What follows belongs to an exercise in optimizing a design on an open flow for small area and few clock cycles per item; a production flow would make more cautious choices.
At most, simulation tests tie the RTL to the original design; equivalence was not proved.

// yuv420_crop_rotate_mirror_address
module yuv420_crop_rotate_mirror_address (
  input  logic                                 clk,
  input  logic                                 rst_n,
  input  logic                                 cfg_psel,
  input  logic                                 cfg_penable,
  input  logic                                 cfg_pwrite,
  input  logic [yuvcrm_pkg::CFG_ADDR_W-1:0]    cfg_paddr,
  input  logic [yuvcrm_pkg::CFG_DATA_W-1:0]    cfg_pwdata,
  output logic [yuvcrm_pkg::CFG_DATA_W-1:0]    cfg_prdata,
  output logic                                 cfg_pready,
  input  logic                                 in_tvalid,
  output logic                                 in_tready,
  input  logic [31:0]                          in_tdata,   
  input  logic [yuvcrm_pkg::PLANE_W-1:0]       in_tuser,   
  output logic                                 out_tvalid,
  input  logic                                 out_tready,
  output logic [31:0]                          out_tdata,  
  output logic [yuvcrm_pkg::PLANE_W-1:0]       out_tuser   
);
clock: 6.0 ns
lec_check: 0
cap_margin: 20
core_margin: 2
core_utilization: 40
cts_buf_list: sky130_fd_sc_hd__clkbuf_8
gpl_timing_driven: 0
slew_margin: 20
standard.sh (not shown) runs the stock make flow with config.mk's settings and CLKGATE_MAP_FILE= SYNTH_SCRIPT=/design/flow/synth_recipe.tcl, a recipe that flattens the netlist after the stock synthesis.
==> flow/flow/run.sh <==
#!/bin/bash
# The standard layout (the standard.sh: ORFS synthesis through finish), with one
# change: the buffers that placement puts on every input and output port are the
# platform's smallest plain buffer instead of the cell buffer_ports picks by itself.
set -euo pipefail
export BUFFER_PORTS_ARGS="-buffer_cell sky130_fd_sc_hd__buf_1"
bash standard.sh > standard.log 2>&1
The starting point finished with timing, DRC and antenna clean.
Testbench counts at the start, summed over its fixed seeds: cycles 58,814, items 58,788.
==> next run, changes <==
Settings changed: ABC_AREA set to 1, GPL_TIMING_DRIVEN 0 to unset.
Result: The changed run passed the timing, design-rule and antenna checks; design area shrinks by a few percent; maximum frequency is lower slightly; clock-buffer cell count goes down by 1; final cell count went up by roughly a tenth; die area grows slightly; setup slack gets worse by 0.057 ns; wire length is lower by a little under a tenth.
==> next run, changes <==
Settings changed: ABC_AREA 1 to unset, CORE_UTILIZATION 40 to 55.
=>
- critical path depth is lower by 1
- global-route usage came out higher by 7.0 points
- maximum frequency increases by 0.52%
- clock-buffer cell count is unchanged
- via count decreases by about 4.4%
- non-clock buffer count is higher by 23
- wire length drops by about 2.2%
- final area barely changes
- worst hold slack degrades by 0.0094 ns
==> next run, changes <==
==> flow/flow/run.sh (replaced) <==
#!/bin/bash
# The standard layout (the standard.sh: ORFS synthesis through finish), with two
# changes: the buffers that placement puts on every input and output port are the
# platform's smallest plain buffer instead of the cell buffer_ports picks by itself, and
# after global routing ORFS's power recovery resizes gates off the critical paths down.
set -euo pipefail
export BUFFER_PORTS_ARGS="-buffer_cell sky130_fd_sc_hd__buf_1"
export RECOVER_POWER=100
bash standard.sh > standard.log 2>&1
Settings changed: ABC_AREA set to 1, CORE_UTILIZATION 55 to 40.
What happened:
- With this change the flow ran to the end with violations: capacitance limit, slew limit
- hold slack improved by 0.0093 ns
- non-clock buffer count came out lower by 23
- setup slack got worse by 0.029 ns
==> next run, changes <==
==> flow/run.sh (new file) <==
#!/bin/bash
# synth_recipe.tcl (not shown) runs the flow's synth.tcl, then flattens the netlist and writes it again
# the make line also repeats each setting of config.mk as NAME=value (left out here)
make -C /OpenROAD-flow-scripts/flow DESIGN_CONFIG=/design/flow/config.mk WORK_HOME=/design/flow/orfs CLKGATE_MAP_FILE= SYNTH_SCRIPT=/design/flow/synth_recipe.tcl finish
Settings changed: ABC_AREA 1 to unset.
removed: flow/flow/run.sh
removed: flow/standard.sh
- The new run finished with timing, DRC and antenna clean
- global-route usage decreases by 0.59 points
- clock skew increases by 0.0034 ns
- non-clock buffer count increases by 40
==> next run, changes <==
==> flow/flow/run.sh (new file) <==
#!/bin/bash
# The standard layout (the standard.sh: ORFS synthesis through finish), with one
# change: the buffers that placement puts on every input and output port are the
# platform's smallest plain buffer instead of the cell buffer_ports picks by itself.
set -euo pipefail
export BUFFER_PORTS_ARGS="-buffer_cell sky130_fd_sc_hd__buf_1"
bash standard.sh > standard.log 2>&1
==> flow/standard.sh (new file) <==
#!/bin/bash
# synth_recipe.tcl (not shown) runs the flow's synth.tcl, then flattens the netlist and writes it again
# the make line also repeats each setting of config.mk as NAME=value (left out here)
make -C /OpenROAD-flow-scripts/flow DESIGN_CONFIG=/design/flow/config.mk WORK_HOME=/design/flow/orfs CLKGATE_MAP_FILE= SYNTH_SCRIPT=/design/flow/synth_recipe.tcl "${@:-finish}"
removed: flow/run.sh
The changed run finished clean.
Routed wire length is lower by about 1.4%.
Die area is unchanged.
Worst setup slack improves by 0.014 ns.
Clock skew fell by 0.0060 ns.
Count of clock-buffer cells in the layout went up by 1.
Sequential share of layout area rises by 1.6 points.

Another version of the RTL of yuv420_crop_rotate_mirror_address (not shown whole).
Size: about 1300 cells after synthesis, ~160 flip-flops, roughly 150 I/O pins, about 13000 um^2 of cells after synthesis.
==> flow/config.mk <==
export PLATFORM = sky130hd
export DESIGN_NAME = yuv420_crop_rotate_mirror_address
export DESIGN_NICKNAME = yuv420_crop_rotate_mirror_address
export VERILOG_FILES = /design/flow/design.v
export SDC_FILE = /design/flow/constraint.sdc
export NUM_CORES = 4
export LEC_CHECK = 0
export ABC_AREA = 1
export CAP_MARGIN = 20
export CORE_MARGIN = 2
export CORE_UTILIZATION = 40
export CTS_BUF_LIST = sky130_fd_sc_hd__clkbuf_8
export GPL_TIMING_DRIVEN = 0
export SLEW_MARGIN = 20
==> flow/constraint.sdc <==
create_clock -name core_clock -period 6.0 [get_ports {clk}]
set_input_delay 1.2000 -clock core_clock [delete_from_list [all_inputs] [get_ports {clk}]]
set_output_delay 1.2000 -clock core_clock [all_outputs]
set_load 0.01 [all_outputs]
==> flow/flow/run.sh <==
#!/bin/bash
# The standard layout (the standard.sh: ORFS synthesis through finish), with three
# changes: synthesis skips the quick ABC pass inside Yosys's synth command (registers are
# untouched by it; the full-adder extraction then sees the adders as written), the
# buffers that placement puts on every input and output port are the platform's smallest
# plain buffer instead of the cell buffer_ports picks by itself, and clock tree synthesis
# adds no dummy loads to balance the tree.
set -euo pipefail
export SYNTH_ARGS="-noabc"
export BUFFER_PORTS_ARGS="-buffer_cell sky130_fd_sc_hd__buf_1"
export CTS_ARGS="-sink_clustering_enable -repair_clock_nets -buf_list sky130_fd_sc_hd__clkbuf_8 -dont_use_dummy_load"
bash standard.sh > standard.log 2>&1
Testbench counts at the start, summed over its fixed seeds: cycles 58,814, items 58,788.
Then changed:
Settings changed: GPL_TIMING_DRIVEN 0 to default.
After rerunning: The new run ran to the end with no violations. Non-clock buffer count shrinks by 17. Critical path depth goes up by 1.

== before ==
yuv420_crop_rotate_mirror_address, a different RTL version from the one above (not shown whole).
For scale: about 1300 cells after synthesis, roughly 170 flip-flops, about 150 I/O pins, roughly 14000 µm² of cells after synthesis.
Settings: LEC_CHECK=0, CAP_MARGIN=20, CORE_MARGIN=2, CORE_UTILIZATION=40, SLEW_MARGIN=20; clock period 6.0 ns.
run.sh (not shown) runs the stock make flow with config.mk's settings and CLKGATE_MAP_FILE= SYNTH_SCRIPT=/design/flow/synth_recipe.tcl, a recipe that flattens the netlist after the stock synthesis.
Stock flow here: none of the scripts above is used.
Input-level comparison between after and before:
- CTS_BUF_LIST now sky130_fd_sc_hd__clkbuf_8, previously not set
==> results.txt <==
The minimum setup slack in the final design on after is in line with that on before.
Changes observed in after relative to before: share of cell area taken by muxes after synthesis held, final routed wire length divided by cell count stayed essentially flat, slack of the worst reg-to-reg path about even.
Delta(share of final layout cell area taken by clock buffers and inverters, after - before) < 0
before → after: sum of routed wire length over all layers held steady.
No run of this note included a check of the RTL's function; only the layout flow was run.

Setup of indigo:
Another version of the RTL of yuv420_crop_rotate_mirror_address (not shown whole).
Size: ~160 flip-flops, about 150 I/O pins, ~13000 sq um of cells after synthesis.
==> flow/config.mk <==
export PLATFORM = sky130hd
export DESIGN_NAME = yuv420_crop_rotate_mirror_address
export DESIGN_NICKNAME = yuv420_crop_rotate_mirror_address
export VERILOG_FILES = /design/flow/design.v
export SDC_FILE = /design/flow/constraint.sdc
export NUM_CORES = 4
export LEC_CHECK = 0
export ABC_AREA = 1
export CAP_MARGIN = 20
export CORE_MARGIN = 2
export CORE_UTILIZATION = 40
export CTS_BUF_LIST = sky130_fd_sc_hd__clkbuf_8
export SLEW_MARGIN = 20
==> flow/constraint.sdc <==
create_clock -name core_clock -period 6.0 [get_ports {clk}]
set_input_delay 1.2000 -clock core_clock [delete_from_list [all_inputs] [get_ports {clk}]]
set_output_delay 1.2000 -clock core_clock [all_outputs]
set_load 0.01 [all_outputs]
standard.sh (not shown) runs the stock make flow with config.mk's settings and CLKGATE_MAP_FILE= SYNTH_SCRIPT=/design/flow/synth_recipe.tcl, a recipe that flattens the netlist after the stock synthesis.
Scripts as last shown in full above: flow/flow/run.sh
Testbench counts of indigo, summed over its fixed seeds: cycles 58,814, items 58,788.
Changes in lagoon relative to indigo:
- swapping 40 for 60 in CORE_UTILIZATION
==> results.txt <==
- Taking indigo as the reference, in lagoon total vias in the final route has increased, number of core rows has decreased.
Input-level comparison between harbor and lagoon:
- CORE_UTILIZATION changed from 60 to 40
- PLACE_DENSITY newly set to 0.75
Findings:
Going from lagoon to harbor, wire length down about 2.4%, count of flip-flops and latches shows no meaningful change. Delta (harbor minus lagoon): share of post-route cells with drive strength above 1 fell 0.55 points; number of global-route vias before repair fell 109.

Another version of the RTL of yuv420_crop_rotate_mirror_address (not shown whole).
For scale: about 1400 cells after synthesis, roughly 0.013 mm² of cells after synthesis.
export LEC_CHECK = 0
export ABC_AREA = 1
export CAP_MARGIN = 20
export CORE_MARGIN = 2
export CORE_UTILIZATION = 40
export CTS_BUF_LIST = sky130_fd_sc_hd__clkbuf_8
export SLEW_MARGIN = 20
create_clock -name core_clock -period 6.0 [get_ports {clk}]
Scripts as last shown in full above: flow/flow/run.sh
The starting point finished with timing, DRC and antenna clean.
Testbench counts at the start, summed over its fixed seeds: cycles 58,814, items 58,788.
Edit:
==> flow/flow/run.sh (replaced) <==
#!/bin/bash
# The standard layout (the standard.sh: ORFS synthesis through finish), with two
# changes: the buffers that placement puts on every input and output port are the
# platform's smallest plain buffer instead of the cell buffer_ports picks by itself, and
# clock tree synthesis adds no dummy loads to balance the tree.
set -euo pipefail
export BUFFER_PORTS_ARGS="-buffer_cell sky130_fd_sc_hd__buf_1"
export CTS_ARGS="-sink_clustering_enable -repair_clock_nets -buf_list sky130_fd_sc_hd__clkbuf_8 -dont_use_dummy_load"
bash standard.sh > standard.log 2>&1
=>
- non-clock buffer count falls by 8
- clock-buffer cell count does not change
- setup slack degrades by 0.021 ns
- cell area goes down slightly
- register-to-register slack gets worse by 0.02 ns
- sequential share of layout area grows by 0.33 points
- synthesized cell count climbs by a few percent
- via count climbs by a few percent
- utilization went down by 0.36 points
- global-route usage climbs by 0.12 points

## P
yuv420_crop_rotate_mirror_address, a different RTL version from the one above (not shown whole).
Size: roughly 1500 cells after synthesis, about 160 flip-flops.
## yuv420_crop_rotate_mirror_address
module yuv420_crop_rotate_mirror_address (
  input  logic                                 clk,
  input  logic                                 rst_n,
  input  logic                                 cfg_psel,
  input  logic                                 cfg_penable,
  input  logic                                 cfg_pwrite,
  input  logic [yuvcrm_pkg::CFG_ADDR_W-1:0]    cfg_paddr,
  input  logic [yuvcrm_pkg::CFG_DATA_W-1:0]    cfg_pwdata,
  output logic [yuvcrm_pkg::CFG_DATA_W-1:0]    cfg_prdata,
  output logic                                 cfg_pready,
  input  logic                                 in_tvalid,
  output logic                                 in_tready,
  input  logic [31:0]                          in_tdata,   
  input  logic [yuvcrm_pkg::PLANE_W-1:0]       in_tuser,   
  output logic                                 out_tvalid,
  input  logic                                 out_tready,
  output logic [31:0]                          out_tdata,  
  output logic [yuvcrm_pkg::PLANE_W-1:0]       out_tuser   
);
  localparam int DIM_W    = yuvcrm_pkg::DIM_W;
  localparam int POS_W    = yuvcrm_pkg::POS_W;
  localparam int SAMPLE_W = yuvcrm_pkg::SAMPLE_W;
  localparam int ADDR_W   = yuvcrm_pkg::ADDR_W;
  logic [1:0]       mode_r;
  logic [DIM_W-1:0] in_w_r, in_h_r, crop_w_r, crop_h_r;
  logic             cfg_wr;
  assign cfg_pready = 1'b1;
  assign cfg_wr     = cfg_psel && cfg_penable && cfg_pwrite;
  logic [4:0]       wen;
  logic [1:0]       wd_m;
  logic [DIM_W-1:0] wd_w, wd_h, wd_cw, wd_ch;
  always_comb begin
    for (int k = 0; k < 5; k++) wen[k] = !rst_n || (cfg_wr && cfg_paddr[4:2] == 3'(k));
    wd_m  = rst_n ? cfg_pwdata[1:0] : 2'd0;
  ...
export LEC_CHECK = 0
export ABC_AREA = 1
export CAP_MARGIN = 20
export CORE_MARGIN = 2
export CORE_UTILIZATION = 40
export CTS_BUF_LIST = sky130_fd_sc_hd__clkbuf_8
export SLEW_MARGIN = 20
create_clock -name core_clock -period 6.0 [get_ports {clk}]
==> flow/flow/run.sh <==
#!/bin/bash
# The standard layout (the standard.sh: ORFS synthesis through finish), with two
# changes: the buffers that placement puts on every input and output port are the
# platform's smallest plain buffer instead of the cell buffer_ports picks by itself, and
# clock tree synthesis adds no dummy loads to balance the tree.
set -euo pipefail
export BUFFER_PORTS_ARGS="-buffer_cell sky130_fd_sc_hd__buf_1"
export CTS_ARGS="-sink_clustering_enable -repair_clock_nets -buf_list sky130_fd_sc_hd__clkbuf_8 -dont_use_dummy_load -sink_clustering_size 24 -sink_clustering_max_diameter 60"
bash standard.sh > standard.log 2>&1
P: all stages complete, timing, DRC and antenna checks passed
Testbench counts of P, summed over its fixed seeds: cycles 58,814, items 58,788.
Input changes introduced in Q (baseline for comparison: P):
==> flow/flow/run.sh <==
#!/bin/bash
# The standard layout (the standard.sh: ORFS synthesis through finish), with one
# change: the buffers that placement puts on every input and output port are the
# platform's smallest plain buffer instead of the cell buffer_ports picks by itself.
set -euo pipefail
export BUFFER_PORTS_ARGS="-buffer_cell sky130_fd_sc_hd__buf_1"
bash standard.sh > standard.log 2>&1
Notes after the runs:
Total global-route track usage essentially unchanged between P and Q. Going from P to Q, first-pass GRT wire length shows no meaningful change; number of buffers created by CTS held steady; number of global-route vias before repair up about 0.34%. When the final numbers for Q and P were put side by side, the post-route core utilization turned out to be greater in Q. Relative to P, cell area has gone up in Q. Between P and Q, the overall routed net length figures differ only marginally.

afterwards: timing with drivers on the ports:
How much do the figures lean on ideal ports? The routed layouts below were timed once more, with nothing changed but the port constraints.
Step 1 (the two cells are an assumption about what drives the block):
set clk [get_ports {clk}]
set_driving_cell -lib_cell sky130_fd_sc_hd__clkbuf_16 $clk
set_driving_cell -lib_cell sky130_fd_sc_hd__buf_2 [delete_from_list [all_inputs] $clk]
Step 2 adds t to the input delays and takes it off the output delays; t is the mean of the earliest and latest rising clock arrival at the registers after step 1. Input paths then give back, and output paths get back, about the clock's delay inside the block.
Three values: no drivers, after step 1, after step 2; two values: the first two.
run	shift t [ns]	slack for setup (ns)	worst register clock-pin slew, ns	pins driven straight from the clock port
the first run of note 1	0.541	0.250 / 0.250 / -0.213	0.11 / 0.11	1
the second run of note 1	0.538	0.192 / 0.192 / 0.192	0.11 / 0.11	1
the third run of note 1	0.506	0.222 / 0.222 / 0.196	0.11 / 0.11	1
the fourth run of note 1	0.535	0.193 / 0.193 / 0.002	0.11 / 0.11	1
the fifth run of note 1	0.548	0.264 / 0.264 / -0.010	0.13 / 0.13	1
the sixth run of note 1	0.540	0.278 / 0.278 / 0.278	0.11 / 0.11	1
the first run of note 2	0.519	0.319 / 0.319 / 0.101	0.11 / 0.11	1
the second run of note 2	0.517	0.401 / 0.401 / 0.239	0.11 / 0.11	1
before	0.500	0.262 / 0.262 / -0.030	0.09 / 0.09	1
after	0.548	0.264 / 0.264 / -0.010	0.13 / 0.13	1
indigo	0.495	0.359 / 0.359 / 0.359	0.09 / 0.09	1
lagoon	0.491	0.292 / 0.292 / 0.292	0.10 / 0.10	1
harbor	0.503	0.301 / 0.301 / 0.301	0.09 / 0.09	1
the first run of note 5	0.532	0.451 / 0.451 / 0.451	0.09 / 0.09	1
the second run of note 5	0.508	0.430 / 0.430 / 0.072	0.09 / 0.09	1
P	0.516	0.487 / 0.487 / 0.441	0.10 / 0.10	1
Q	0.534	0.478 / 0.478 / 0.460	0.11 / 0.11	1
Met with ideal ports but missed after step 2: setup timing in the first run of note 1, the fifth run of note 1, before and after. The setup slack of the first run of note 1, which loses most, moves by 0.000 ns with the drivers and by -0.463 ns with both steps.
